From an optimization exercise on the open Yosys and OpenROAD flow, aimed at a short achievable clock period and few clock cycles; shortcuts taken in it are not production practice.
Function was checked by simulation only, so behaviour that the tests miss may differ from the original.
No activity file was given, so power comes from the tool's default toggle rates.

==> design/flow/design.v <==
package npu_pkg;
    localparam int EW   = 16;
    localparam int DOTW = 4;
    localparam int VW   = EW * DOTW;
    localparam int VRFD  = 16;
    localparam int VRFAW = 4;
    localparam int INST_DEPTH = 32;
    localparam int INST_ADDRW = 5;
    localparam int IW         = 16;
    localparam int INPUT_BUFFER_SIZE = 8;
    localparam logic [2:0] OP_END  = 3'd0;
    localparam logic [2:0] OP_LOAD = 3'd1;
    localparam logic [2:0] OP_ADD  = 3'd2;
    localparam logic [2:0] OP_SUB  = 3'd3;
    localparam logic [2:0] OP_MUL  = 3'd4;
    localparam logic [2:0] OP_RELU = 3'd5;
    localparam int I_OP_LSB  = 13;
    localparam int I_REPORT  = 12;
    localparam int I_DST_LSB = 8;
    localparam int I_S0_LSB  = 4;
    localparam int I_S1_LSB  = 0;
endpackage
module npu_fifo #(
    parameter int DEPTH = 8,
    parameter int W     = 64
) (
    input  logic         i_clk,
    input  logic         i_rst_n,
    input  logic         i_wr_en,
    output logic         o_wr_rdy,
    input  logic [W-1:0] i_wr_din,
    input  logic [1:0]   i_rd_n,      
    output logic         o_rd_rdy,    
    output logic         o_rd_rdy2,   
    output logic [W-1:0] o_rd_dout,
    output logic [W-1:0] o_rd_dout2
);
    localparam int AW = $clog2(DEPTH);
    logic [W-1:0]  mem [DEPTH];
    logic [AW-1:0] wr_ptr;
    logic [AW-1:0] rd_ptr;
    logic [AW-1:0] rd_ptr1;
    logic [AW:0]   count;
    logic          do_wr;
    logic [AW:0]   cnt [3];
    logic [AW:0]   cnt_nxt;
    assign do_wr      = i_wr_en && o_wr_rdy;
    assign rd_ptr1    = rd_ptr + 1'b1;
    assign o_rd_dout  = mem[rd_ptr];
    assign o_rd_dout2 = mem[rd_ptr1];
    for (genvar k = 0; k < 3; k++) begin : g_cnt
        assign cnt[k] = count + (AW+1)'(do_wr) - (AW+1)'(k);
    end
    assign cnt_nxt = cnt[i_rd_n];
    always_ff @(posedge i_clk) begin
        if (do_wr) begin
            mem[wr_ptr] <= i_wr_din;
        end
    end
    always_ff @(posedge i_clk or negedge i_rst_n) begin
        if (!i_rst_n) begin
            wr_ptr    <= '0;
            rd_ptr    <= '0;
            count     <= '0;
            o_wr_rdy  <= 1'b1;
            o_rd_rdy  <= 1'b0;
            o_rd_rdy2 <= 1'b0;
        end else begin
            if (do_wr) wr_ptr <= wr_ptr + 1'b1;
            rd_ptr    <= rd_ptr + AW'(i_rd_n);
            count     <= cnt_nxt;
            o_wr_rdy  <= (cnt_nxt != (AW+1)'(DEPTH));
            o_rd_rdy  <= (cnt_nxt != '0);
            o_rd_rdy2 <= (cnt_nxt > (AW+1)'(1));
        end
    end
endmodule
module inst_fetch (
    input  logic                             i_clk,
    input  logic                             i_inst_wr_en,
    input  logic [npu_pkg::INST_ADDRW-1:0]   i_inst_wr_addr,
    input  logic [npu_pkg::IW-1:0]           i_inst_wr_din,
    input  logic [5*npu_pkg::INST_ADDRW-1:0] i_ra,
    output logic [5*npu_pkg::IW-1:0]         o_rd
);
    localparam int AW = npu_pkg::INST_ADDRW;
    localparam int IW = npu_pkg::IW;
    logic [IW-1:0] imem [npu_pkg::INST_DEPTH];
    always_ff @(posedge i_clk) begin
        if (i_inst_wr_en) begin
            imem[i_inst_wr_addr] <= i_inst_wr_din;
        end
    end
    for (genvar k = 0; k < 5; k++) begin : g_rd
        assign o_rd[IW*k +: IW] = imem[i_ra[AW*k +: AW]];
    end
endmodule
module vrf (
    input  logic                        i_clk,
    input  logic                        i_rst_n,
    input  logic [4*npu_pkg::VRFAW-1:0] i_ra,
    output logic [4*npu_pkg::VW-1:0]    o_rd,
    input  logic [3:0]                  i_we,
    input  logic [4*npu_pkg::VRFAW-1:0] i_wa,
    input  logic [4*npu_pkg::VW-1:0]    i_wd
);
    localparam int RW = npu_pkg::VRFAW;
    localparam int VW = npu_pkg::VW;
    logic [VW-1:0] regs [npu_pkg::VRFD];
    for (genvar k = 0; k < 4; k++) begin : g_rd
        assign o_rd[VW*k +: VW] = regs[i_ra[RW*k +: RW]];
    end
    always_ff @(posedge i_clk or negedge i_rst_n) begin
        if (!i_rst_n) begin
            for (int i = 0; i < npu_pkg::VRFD; i++) begin
                regs[i] <= '0;
            end
        end else begin
            for (int i = 0; i < npu_pkg::VRFD; i++) begin
                for (int k = 0; k < 4; k++) begin
                    if (i_we[k] && i_wa[RW*k +: RW] == RW'(i)) begin
                        regs[i] <= i_wd[VW*k +: VW];
                    end
                end
            end
        end
    end
endmodule
module npu_byp (
    input  logic [npu_pkg::VRFAW-1:0] i_src,
    input  logic                      i_ov,
    input  logic [npu_pkg::VW-1:0]    i_ov_val,
    input  logic [npu_pkg::VW-1:0]    i_rf,
    input  logic [1:0]                i_x_v,
    input  logic [2*npu_pkg::VRFAW-1:0] i_x_dst,
    input  logic [2*npu_pkg::VW-1:0]  i_x_val,
    input  logic [1:0]                i_m_v,
    input  logic [2*npu_pkg::VRFAW-1:0] i_m_dst,
    input  logic [2*npu_pkg::VW-1:0]  i_m_val,
    input  logic [1:0]                i_w_v,
    input  logic [2*npu_pkg::VRFAW-1:0] i_w_dst,
    input  logic [2*npu_pkg::VW-1:0]  i_w_val,
    input  logic [1:0]                i_wm_v,
    input  logic [2*npu_pkg::VRFAW-1:0] i_wm_dst,
    input  logic [2*npu_pkg::VW-1:0]  i_wm_val,
    output logic [npu_pkg::VW-1:0]    o_val
);
    localparam int RW = npu_pkg::VRFAW;
    localparam int VW = npu_pkg::VW;
    logic [1:0]    hx;
    logic [1:0]    hm;
    logic [1:0]    hw;
    logic [1:0]    hwm;
    logic          sx1;
    logic          sx0;
    logic          sm1;
    logic          sm0;
    logic          se;
    logic [VW-1:0] early;
    for (genvar k = 0; k < 2; k++) begin : g_hit
        assign hx[k]  = i_x_v[k]  && (i_x_dst[RW*k +: RW]  == i_src);
        assign hm[k]  = i_m_v[k]  && (i_m_dst[RW*k +: RW]  == i_src);
        assign hw[k]  = i_w_v[k]  && (i_w_dst[RW*k +: RW]  == i_src);
        assign hwm[k] = i_wm_v[k] && (i_wm_dst[RW*k +: RW] == i_src);
    end
    assign sx1 = !i_ov && hx[1];
    assign sx0 = !i_ov && !hx[1] && hx[0];
    assign sm1 = !i_ov && !hx[1] && !hx[0] && hm[1];
    assign sm0 = !i_ov && !hx[1] && !hx[0] && !hm[1] && !hw[1] && hm[0];
    assign se  = !(sx1 || sx0 || sm1 || sm0);
    always_comb begin
        if (i_ov)        early = i_ov_val;
        else if (hw[1])  early = i_w_val[VW +: VW];
        else if (hw[0])  early = i_w_val[0 +: VW];
        else if (hwm[1]) early = i_wm_val[VW +: VW];
        else if (hwm[0]) early = i_wm_val[0 +: VW];
        else             early = i_rf;
    end
    assign o_val = ({VW{sx1}} & i_x_val[VW +: VW]) |
                   ({VW{sx0}} & i_x_val[0 +: VW]) |
                   ({VW{sm1}} & i_m_val[VW +: VW]) |
                   ({VW{sm0}} & i_m_val[0 +: VW]) |
                   ({VW{se}}  & early);
endmodule
module npu_csa (
    input  logic [15:0] i_a,
    input  logic [15:0] i_b,
    input  logic [15:0] i_c,
    output logic [15:0] o_s,
    output logic [15:0] o_c
);
    assign o_s = i_a ^ i_b ^ i_c;
    assign o_c = {((i_a[14:0] & i_b[14:0]) | (i_a[14:0] & i_c[14:0]) | (i_b[14:0] & i_c[14:0])), 1'b0};
endmodule
module npu_mul_s1 (
    input  logic [15:0] i_x,
    input  logic [15:0] i_y,
    output logic [63:0] o_rows
);
    logic [15:0] r [16];
    for (genvar j = 0; j < 16; j++) begin : g_pp
        assign r[j] = i_y[j] ? (i_x << j) : 16'd0;
    end
    logic [15:0] l1 [11];
    for (genvar k = 0; k < 5; k++) begin : g_l1
        npu_csa u (.i_a(r[3*k]), .i_b(r[3*k+1]), .i_c(r[3*k+2]), .o_s(l1[2*k]), .o_c(l1[2*k+1]));
    end
    assign l1[10] = r[15];
    logic [15:0] l2 [8];
    for (genvar k = 0; k < 3; k++) begin : g_l2
        npu_csa u (.i_a(l1[3*k]), .i_b(l1[3*k+1]), .i_c(l1[3*k+2]), .o_s(l2[2*k]), .o_c(l2[2*k+1]));
    end
    assign l2[6] = l1[9];
    assign l2[7] = l1[10];
    logic [15:0] l3 [6];
    for (genvar k = 0; k < 2; k++) begin : g_l3
        npu_csa u (.i_a(l2[3*k]), .i_b(l2[3*k+1]), .i_c(l2[3*k+2]), .o_s(l3[2*k]), .o_c(l3[2*k+1]));
    end
    assign l3[4] = l2[6];
    assign l3[5] = l2[7];
    logic [15:0] l4 [4];
    for (genvar k = 0; k < 2; k++) begin : g_l4
        npu_csa u (.i_a(l3[3*k]), .i_b(l3[3*k+1]), .i_c(l3[3*k+2]), .o_s(l4[2*k]), .o_c(l4[2*k+1]));
    end
    assign o_rows = {l4[3], l4[2], l4[1], l4[0]};
endmodule
module npu_mul_s2 (
    input  logic [63:0] i_rows,
    output logic [15:0] o_p
);
    logic [15:0] s5;
    logic [15:0] c5;
    logic [15:0] s6;
    logic [15:0] c6;
    npu_csa u5 (.i_a(i_rows[15:0]), .i_b(i_rows[31:16]), .i_c(i_rows[47:32]), .o_s(s5), .o_c(c5));
    npu_csa u6 (.i_a(s5), .i_b(c5), .i_c(i_rows[63:48]), .o_s(s6), .o_c(c6));
    assign o_p = s6 + c6;
endmodule
module exec_unit (
    input  logic [15:0] i_a,
    input  logic [15:0] i_b,
    input  logic [15:0] i_c,
    input  logic        i_sub,
    input  logic        i_add,
    input  logic        i_relu,
    input  logic        i_load,
    output logic [15:0] o_r
);
    logic [15:0] sum;
    assign sum = i_a + (i_b ^ {16{i_sub}}) + {15'd0, i_sub};
    always_comb begin
        o_r = '0;
        if (i_add)  o_r = o_r | sum;
        if (i_relu) o_r = o_r | (i_a & {16{~i_a[15]}});
        if (i_load) o_r = o_r | i_c;
    end
endmodule
module npu (
    input  logic                           i_clk,
    input  logic                           i_rst_n,
    input  logic                           i_inst_wr_en,
    input  logic [npu_pkg::INST_ADDRW-1:0] i_inst_wr_addr,
    input  logic [npu_pkg::IW-1:0]         i_inst_wr_din,
    input  logic                           i_in_wr_en,
    output logic                           o_in_wr_rdy,
    input  logic [npu_pkg::VW-1:0]         i_in_wr_din,
    input  logic                           i_start,
    input  logic [npu_pkg::INST_ADDRW-1:0] i_pc_start_offset,
    output logic                           o_out_valid,
    output logic [npu_pkg::VW-1:0]         o_out_data,
    output logic                           o_done
);
    localparam int VW = npu_pkg::VW;
    localparam int IW = npu_pkg::IW;
    localparam int AW = npu_pkg::INST_ADDRW;
    localparam int RW = npu_pkg::VRFAW;
    localparam int OL = npu_pkg::I_OP_LSB;
    localparam int RP = npu_pkg::I_REPORT;
    localparam int DL = npu_pkg::I_DST_LSB;
    localparam int S0 = npu_pkg::I_S0_LSB;
    localparam int S1 = npu_pkg::I_S1_LSB;
    function automatic logic uses_s0(input logic [2:0] op);
        uses_s0 = (op == npu_pkg::OP_ADD) || (op == npu_pkg::OP_SUB) ||
                  (op == npu_pkg::OP_MUL) || (op == npu_pkg::OP_RELU);
    endfunction
    function automatic logic uses_s1(input logic [2:0] op);
        uses_s1 = (op == npu_pkg::OP_ADD) || (op == npu_pkg::OP_SUB) ||
                  (op == npu_pkg::OP_MUL);
    endfunction
    logic [AW-1:0] pc;
    logic [AW-1:0] pc1;
    logic [AW-1:0] off;
    logic [AW-1:0] off1;
    logic [AW-1:0] off2;
    logic [IW-1:0] w_s0;    
    logic [IW-1:0] w_s1;
    logic [IW-1:0] w_s2;
    logic [IW-1:0] w_p0;    
    logic [IW-1:0] w_p1;
    assign off  = i_pc_start_offset;
    assign off1 = off + AW'(1);
    assign off2 = off + AW'(2);
    inst_fetch u_imem (
        .i_clk          (i_clk),
        .i_inst_wr_en   (i_inst_wr_en),
        .i_inst_wr_addr (i_inst_wr_addr),
        .i_inst_wr_din  (i_inst_wr_din),
        .i_ra           ({pc1, pc, off2, off1, off}),
        .o_rd           ({w_p1, w_p0, w_s2, w_s1, w_s0})
    );
    logic [1:0]    vec_n;
    logic          rdy1;
    logic          rdy2;
    logic [VW-1:0] head;
    logic [VW-1:0] head2;
    npu_fifo #(
        .DEPTH (npu_pkg::INPUT_BUFFER_SIZE),
        .W     (VW)
    ) u_in_buffer (
        .i_clk      (i_clk),
        .i_rst_n    (i_rst_n),
        .i_wr_en    (i_in_wr_en),
        .o_wr_rdy   (o_in_wr_rdy),
        .i_wr_din   (i_in_wr_din),
        .i_rd_n     (vec_n),
        .o_rd_rdy   (rdy1),
        .o_rd_rdy2  (rdy2),
        .o_rd_dout  (head),
        .o_rd_dout2 (head2)
    );
    logic          running;
    logic [IW-1:0] q0;         
    logic [IW-1:0] q1;
    logic [IW-1:0] q0_nxt;
    logic [IW-1:0] q1_nxt;
    logic          fa_q;       
    logic          fb_q;       
    logic [RW-1:0] es1a_q;     
    logic [RW-1:0] es1b_q;
    logic [1:0]    x_v;
    logic [1:0]    x_add;
    logic [1:0]    x_sub;
    logic [1:0]    x_relu;
    logic [1:0]    x_load;
    logic [1:0]    x_mul;
    logic [1:0]    x_rep;
    logic [RW-1:0] x_dst [2];
    logic [VW-1:0] x_a [2];
    logic [VW-1:0] x_b [2];
    logic [VW-1:0] x_c [2];
    logic [3:0]    x_za1;      
    logic [3:0]    x_zb1;      
    logic [VW-1:0] x_res [2];
    logic [1:0]    m_v;
    logic [1:0]    m_rep;
    logic [RW-1:0] m_dst [2];
    logic [4*VW-1:0] m_rows [2];
    logic [4*VW-1:0] m_rows_d [2];
    logic [VW-1:0] m_res [2];
    logic [1:0]    wx_v;
    logic [RW-1:0] wx_dst [2];
    logic [VW-1:0] wx_val [2];
    logic [1:0]    wm_v;
    logic [RW-1:0] wm_dst [2];
    logic [VW-1:0] wm_val [2];
    logic [2:0]    op0;
    logic [2:0]    op1;
    logic          rep0;
    logic          rep1;
    logic [RW-1:0] dst0;
    logic [RW-1:0] dst1;
    logic [RW-1:0] s00;
    logic [RW-1:0] s01;
    logic [RW-1:0] s10;
    logic [RW-1:0] s11;
    logic          u00;
    logic          u01;
    logic          u10;
    logic          u11;
    logic [1:0]    xm;         
    logic          xmrep;
    logic          haz0;
    logic          haz1;
    logic          conf0;
    logic          conf1;
    logic          c0;
    logic          dep;
    logic          fusable;
    logic          pair;
    logic          fa;
    logic          fb;
    logic          fla;
    logic          flb;
    logic          fra;
    logic          frb;
    logic [RW-1:0] es1a;
    logic [RW-1:0] es1b;
    logic          s_issue;
    logic [IW-1:0] iw0;
    logic [2:0]    iop0;
    logic          q0_end;
    assign op0  = q0[OL +: 3];
    assign op1  = q1[OL +: 3];
    assign rep0 = q0[RP];
    assign rep1 = q1[RP];
    assign dst0 = q0[DL +: RW];
    assign dst1 = q1[DL +: RW];
    assign s00  = q0[S0 +: RW];
    assign s01  = q0[S1 +: RW];
    assign s10  = q1[S0 +: RW];
    assign s11  = q1[S1 +: RW];
    assign u00  = uses_s0(op0);
    assign u01  = uses_s1(op0);
    assign u10  = uses_s0(op1);
    assign u11  = uses_s1(op1);
    assign xm    = x_v & x_mul;
    assign xmrep = |(xm & x_rep);
    assign haz0  = (xm[0] && ((u00 && s00 == x_dst[0]) || (u01 && s01 == x_dst[0]))) ||
                   (xm[1] && ((u00 && s00 == x_dst[1]) || (u01 && s01 == x_dst[1])));
    assign haz1  = (xm[0] && ((u10 && s10 == x_dst[0]) || (u11 && s11 == x_dst[0]))) ||
                   (xm[1] && ((u10 && s10 == x_dst[1]) || (u11 && s11 == x_dst[1])));
    assign conf0 = xmrep && rep0 && (op0 != npu_pkg::OP_MUL);
    assign conf1 = xmrep && rep1 && (op1 != npu_pkg::OP_MUL);
    assign q0_end = (op0 == npu_pkg::OP_END);
    assign c0 = running && !q0_end && !haz0 && !conf0 &&
                !((op0 == npu_pkg::OP_LOAD) && !rdy1);
    assign fusable = (op0 == npu_pkg::OP_LOAD) || (op0 == npu_pkg::OP_RELU);
    assign fa      = fa_q;
    assign fb      = fb_q;
    assign dep     = fa || fb;
    assign fla     = fa && (op0 == npu_pkg::OP_LOAD);
    assign flb     = fb && (op0 == npu_pkg::OP_LOAD);
    assign fra     = fa && (op0 == npu_pkg::OP_RELU);
    assign frb     = fb && (op0 == npu_pkg::OP_RELU);
    assign es1a    = es1a_q;
    assign es1b    = es1b_q;
    assign pair = c0 && (op1 != npu_pkg::OP_END) && !haz1 && !conf1 &&
                  !(rep0 && rep1) && !(dep && !fusable) &&
                  !((op0 == npu_pkg::OP_MUL) && (op1 != npu_pkg::OP_MUL) && (dst1 == dst0)) &&
                  !((op1 == npu_pkg::OP_LOAD) &&
                    ((op0 == npu_pkg::OP_LOAD) ? !rdy2 : !rdy1));
    assign s_issue = i_start && (w_s0[OL +: 3] == npu_pkg::OP_LOAD) && rdy1;
    assign iw0     = i_start ? w_s0 : q0;
    assign iop0    = iw0[OL +: 3];
    always_comb begin
        if (i_start) begin
            vec_n = {1'b0, s_issue};
        end else begin
            vec_n = 2'(c0 && (op0 == npu_pkg::OP_LOAD)) +
                    2'(pair && (op1 == npu_pkg::OP_LOAD));
        end
    end
    logic [4*VW-1:0] rf_rd;
    logic [VW-1:0]   opv [4];
    logic [RW-1:0]   osrc [4];
    logic [3:0]      oov;
    assign osrc[0] = s00;
    assign osrc[1] = s01;
    assign osrc[2] = es1a;
    assign osrc[3] = es1b;
    assign oov     = {flb, fla, 2'b00};
    vrf u_vrf (
        .i_clk   (i_clk),
        .i_rst_n (i_rst_n),
        .i_ra    ({osrc[3], osrc[2], osrc[1], osrc[0]}),
        .o_rd    (rf_rd),
        .i_we    ({wx_v[1], wx_v[0], wm_v[1], wm_v[0]}),
        .i_wa    ({wx_dst[1], wx_dst[0], wm_dst[1], wm_dst[0]}),
        .i_wd    ({wx_val[1], wx_val[0], wm_val[1], wm_val[0]})
    );
    for (genvar p = 0; p < 4; p++) begin : g_op
        npu_byp u_byp (
            .i_src    (osrc[p]),
            .i_ov     (oov[p]),
            .i_ov_val (head),
            .i_rf     (rf_rd[VW*p +: VW]),
            .i_x_v    (x_v & ~x_mul),
            .i_x_dst  ({x_dst[1], x_dst[0]}),
            .i_x_val  ({x_res[1], x_res[0]}),
            .i_m_v    (m_v),
            .i_m_dst  ({m_dst[1], m_dst[0]}),
            .i_m_val  ({m_res[1], m_res[0]}),
            .i_w_v    (wx_v),
            .i_w_dst  ({wx_dst[1], wx_dst[0]}),
            .i_w_val  ({wx_val[1], wx_val[0]}),
            .i_wm_v   (wm_v),
            .i_wm_dst ({wm_dst[1], wm_dst[0]}),
            .i_wm_val ({wm_val[1], wm_val[0]}),
            .o_val    (opv[p])
        );
    end
    for (genvar k = 0; k < 2; k++) begin : g_slot
        logic [VW-1:0] a_eff;
        logic [VW-1:0] b_eff;
        for (genvar i = 0; i < npu_pkg::DOTW; i++) begin : g_lane
            logic [15:0] a;
            logic [15:0] b;
            assign a = x_a[k][16*i +: 16];
            assign b = x_b[k][16*i +: 16];
            if (k == 1) begin : g_fuse
                assign a_eff[16*i +: 16] = a & {16{~x_za1[i]}};
                assign b_eff[16*i +: 16] = b & {16{~x_zb1[i]}};
            end else begin : g_plain
                assign a_eff[16*i +: 16] = a;
                assign b_eff[16*i +: 16] = b;
            end
            exec_unit u_alu (
                .i_a    (a_eff[16*i +: 16]),
                .i_b    (b_eff[16*i +: 16]),
                .i_c    (x_c[k][16*i +: 16]),
                .i_sub  (x_sub[k]),
                .i_add  (x_add[k]),
                .i_relu (x_relu[k]),
                .i_load (x_load[k]),
                .o_r    (x_res[k][16*i +: 16])
            );
            npu_mul_s1 u_mul1 (
                .i_x    (a_eff[16*i +: 16]),
                .i_y    (b_eff[16*i +: 16]),
                .o_rows (m_rows_d[k][64*i +: 64])
            );
            npu_mul_s2 u_mul2 (
                .i_rows (m_rows[k][64*i +: 64]),
                .o_p    (m_res[k][16*i +: 16])
            );
        end
    end
    logic [1:0] rx;
    logic [1:0] rm;
    assign rx = x_v & ~x_mul & x_rep;
    assign rm = m_v & m_rep;
    always_ff @(posedge i_clk) begin
        x_add[0]  <= (iop0 == npu_pkg::OP_ADD) || (iop0 == npu_pkg::OP_SUB);
        x_sub[0]  <= (iop0 == npu_pkg::OP_SUB);
        x_relu[0] <= (iop0 == npu_pkg::OP_RELU);
        x_load[0] <= (iop0 == npu_pkg::OP_LOAD);
        x_mul[0]  <= (iop0 == npu_pkg::OP_MUL);
        x_rep[0]  <= iw0[RP];
        x_dst[0]  <= iw0[DL +: RW];
        x_a[0]    <= opv[0];
        x_b[0]    <= opv[1];
        x_c[0]    <= head;
        x_add[1]  <= (op1 == npu_pkg::OP_ADD) || (op1 == npu_pkg::OP_SUB);
        x_sub[1]  <= (op1 == npu_pkg::OP_SUB);
        x_relu[1] <= (op1 == npu_pkg::OP_RELU);
        x_load[1] <= (op1 == npu_pkg::OP_LOAD);
        x_mul[1]  <= (op1 == npu_pkg::OP_MUL);
        x_rep[1]  <= rep1;
        x_dst[1]  <= dst1;
        x_a[1]    <= opv[2];
        x_b[1]    <= opv[3];
        x_c[1]    <= (op0 == npu_pkg::OP_LOAD) ? head2 : head;
        for (int i = 0; i < npu_pkg::DOTW; i++) begin
            x_za1[i] <= fra && opv[2][16*i+15];
            x_zb1[i] <= frb && opv[3][16*i+15];
        end
        for (int k = 0; k < 2; k++) begin
            m_rep[k]  <= x_rep[k];
            m_dst[k]  <= x_dst[k];
            m_rows[k] <= m_rows_d[k];
            wx_dst[k] <= x_dst[k];
            wx_val[k] <= x_res[k];
            wm_dst[k] <= m_dst[k];
            wm_val[k] <= m_res[k];
        end
        o_out_data <= ({VW{rx[1]}} & x_res[1]) | ({VW{rx[0]}} & x_res[0]) |
                      ({VW{rm[1]}} & m_res[1]) | ({VW{rm[0]}} & m_res[0]);
    end
    always_comb begin
        if (i_start) begin
            q0_nxt = s_issue ? w_s1 : w_s0;
            q1_nxt = s_issue ? w_s2 : w_s1;
        end else if (running && pair) begin
            q0_nxt = w_p0;
            q1_nxt = w_p1;
        end else if (running && c0) begin
            q0_nxt = q1;
            q1_nxt = w_p0;
        end else begin
            q0_nxt = q0;
            q1_nxt = q1;
        end
    end
    logic          fa_nxt;
    logic          fb_nxt;
    logic          r0_nxt;
    assign fa_nxt = uses_s0(q1_nxt[OL +: 3]) && (q1_nxt[S0 +: RW] == q0_nxt[DL +: RW]);
    assign fb_nxt = uses_s1(q1_nxt[OL +: 3]) && (q1_nxt[S1 +: RW] == q0_nxt[DL +: RW]);
    assign r0_nxt = (q0_nxt[OL +: 3] == npu_pkg::OP_RELU);
    always_ff @(posedge i_clk or negedge i_rst_n) begin
        if (!i_rst_n) begin
            q0     <= '0;
            q1     <= '0;
            fa_q   <= 1'b0;
            fb_q   <= 1'b0;
            es1a_q <= '0;
            es1b_q <= '0;
        end else begin
            q0     <= q0_nxt;
            q1     <= q1_nxt;
            fa_q   <= fa_nxt;
            fb_q   <= fb_nxt;
            es1a_q <= (fa_nxt && r0_nxt) ? q0_nxt[S0 +: RW] : q1_nxt[S0 +: RW];
            es1b_q <= (fb_nxt && r0_nxt) ? q0_nxt[S0 +: RW] : q1_nxt[S1 +: RW];
        end
    end
    always_ff @(posedge i_clk or negedge i_rst_n) begin
        if (!i_rst_n) begin
            running     <= 1'b0;
            pc          <= '0;
            pc1         <= '0;
            x_v         <= '0;
            m_v         <= '0;
            wx_v        <= '0;
            wm_v        <= '0;
            o_out_valid <= 1'b0;
            o_done      <= 1'b0;
        end else begin
            x_v         <= i_start ? {1'b0, s_issue} : {pair, c0};
            m_v         <= xm;
            wx_v        <= x_v & ~x_mul;
            wm_v        <= m_v;
            o_out_valid <= |{rx, rm};
            if (i_start) begin
                running <= 1'b1;
                o_done  <= 1'b0;
                if (s_issue) begin
                    pc  <= off + AW'(3);
                    pc1 <= off + AW'(4);
                end else begin
                    pc  <= off2;
                    pc1 <= off + AW'(3);
                end
            end else if (running) begin
                if (pair) begin
                    pc  <= pc + AW'(2);
                    pc1 <= pc1 + AW'(2);
                end else if (c0) begin
                    pc  <= pc + AW'(1);
                    pc1 <= pc1 + AW'(1);
                end else if (q0_end && !(|xm)) begin
                    running <= 1'b0;
                    o_done  <= 1'b1;
                end
            end
        end
    end
endmodule
==> design/flow/run.sh <==
#!/bin/bash
# synth_recipe.tcl (not shown) runs the flow's synth.tcl, then flattens the netlist and writes it again
# the make line also repeats each setting of config.mk as NAME=value (left out here)
make -C /OpenROAD-flow-scripts/flow DESIGN_CONFIG=/design/flow/config.mk WORK_HOME=/design/flow/orfs CLKGATE_MAP_FILE= SYNTH_SCRIPT=/design/flow/synth_recipe.tcl finish
==> design/flow/config.mk <==
export PLATFORM = sky130hd
export DESIGN_NAME = npu
export DESIGN_NICKNAME = npu
export VERILOG_FILES = /design/flow/design.v
export SDC_FILE = /design/flow/constraint.sdc
export NUM_CORES = 4
export LEC_CHECK = 0
export ABC_CLOCK_PERIOD_IN_PS = 2000
export CAP_MARGIN = 20
export CORE_MARGIN = 2
export CORE_UTILIZATION = 40
export SETUP_SLACK_MARGIN = 4.6
export SLEW_MARGIN = 20
export TNS_END_PERCENT = 100
==> design/flow/constraint.sdc <==
create_clock -name core_clock -period 8.0 [get_ports {i_clk}]
set_input_delay 1.6000 -clock core_clock [delete_from_list [all_inputs] [get_ports {i_clk}]]
set_output_delay 1.6000 -clock core_clock [all_outputs]
set_load 0.01 [all_outputs]
==> results list <==
- CTS H-tree depth: 5
- Net count after synthesis: 26.4k
- Averaged over all synthesized cells, the footprint is 9.26 sq um.
- Aggregate global routing overflow: 2
- Of the synthesized area, sequential elements account for 0.337.
- After technology mapping, the gate count stands at between 20k and 30k.
- Starting utilization of the core area: 0.401
* Total standard cell area after synthesis: 233000 sq um
- Ranking of synthesized cells by area: sky130_fd_sc_hd__edfxtp_1, sky130_fd_sc_hd__dfrtp_1, sky130_fd_sc_hd__dfxtp_1, sky130_fd_sc_hd__mux4_2, sky130_fd_sc_hd__fa_1
- Stopping stage: 5_1_grt
- The number of clock buffers added by TritonCTS is 382.
* Setup slack at placement: 1.43 ns
- Number of enable-type register cells in the synthesized netlist: 1024
- Yosys warns: 44
- After clock tree synthesis, the flow added hold-fix buffers numbering 0.
* Chip width: 768 um
* Leading cell type by number of instances after synthesis: sky130_fd_sc_hd__clkbuf_1
* Estimated wirelength of the detail-placed design: 923000 um
- In this run, placement finished with an instance count of 31.1k.
* Top-level port count: between 150 and 200
- Clock tree root driver cell: sky130_fd_sc_hd__clkbuf_16
- Async set-or-reset flop fraction in the synthesized netlist: 0.350
* Standard-cell row count: 280
- Total track usage: 0.611
- Commonest cells in the synthesized netlist: sky130_fd_sc_hd__clkbuf_1, sky130_fd_sc_hd__nand2_1, sky130_fd_sc_hd__nor2_1
* Error message: [ERROR GRT-0232] Routing congestion too high. Check the congestion heatmap in the GUI.
- In this run the tool buffered the top-level ports with 161 buffer cells.
- Synthesized flop and latch total: 3146
- Maximum number of pins on one net before global-route repair: 129
* Cell accounting for the most synthesized area: sky130_fd_sc_hd__edfxtp_1
- Once placement finished, the instance area stood at 244000 sq um.
* Sinks on the clock net: roughly 3.1k
- Routability-driven placement finished with a final weighted congestion of 1.06.
- The share of synthesized area in the top cell type comes to 0.132.
- Yosys mapped the design onto 100 distinct sky130hd cell types.
- Counting along the longest clock path gives a buffer depth of 4.
- Vertical die dimension: 768 um
- The run stopped with a tool error.
- In the synthesized netlist the dominant register cell turns out to be sky130_fd_sc_hd__dfrtp_1.
worst max-delay path by stage:
stage / from / to / slack, ns / cells after the start
after CTS: q0[6]$_DFF_PN0_ / x_a[0][63]$_DFF_P_ / 4.06 / 15
after floorplan: i_pc_start_offset[1] / es1a_q[1]$_DFF_PN0_ / 3.24 / 17
after global placement: i_pc_start_offset[3] / es1b_q[1]$_DFF_PN0_ / 1.52 / 15
after detailed placement: i_pc_start_offset[3] / es1a_q[1]$_DFF_PN0_ / 1.43 / 12
what timing repair did:
action	in CTS
gates cloned	199
pin swaps	884
endpoints found under the setup margin	1513
gates resized for setup	2603
buffers inserted	1153
endpoints found under the hold margin	0
power by group through the flow:
stage          combinational (mW)  sequential, mW  clock [mW]
2_1_floorplan                31.7            23.9           0
3_3_place_gp                 51.9            30.7           0
3_5_place_dp                 52.2            30.6           0
4_1_cts                      63.9            30.4        18.8
routing by layer:
layer  global-route usage  GRT overflow
met1                0.637             0
met3                0.528             2
met5                0.379             0
met4                0.536             0
met2                0.703             0
stage by stage:
step / hold WS [ns] / util
2_1_floorplan: 0.326 / -
3_3_place_gp: 0.436 / 0.419
3_5_place_dp: 0.427 / 0.419
4_1_cts: 0.446 / 0.488
cells by family after synthesis:
family | Yosys count | share of synthesized area
compound gates | 8062 | 0.231
xor+xnor | 662 | 0.0249
fa+ha+maj | 1132 | 0.0826
buf+inv | 3706 | 0.0616
flops | 3146 | 0.337
mux | 2305 | 0.145
simple gates | 6192 | 0.118
Testbench counts, summed over its fixed seeds: cycles 3,998.
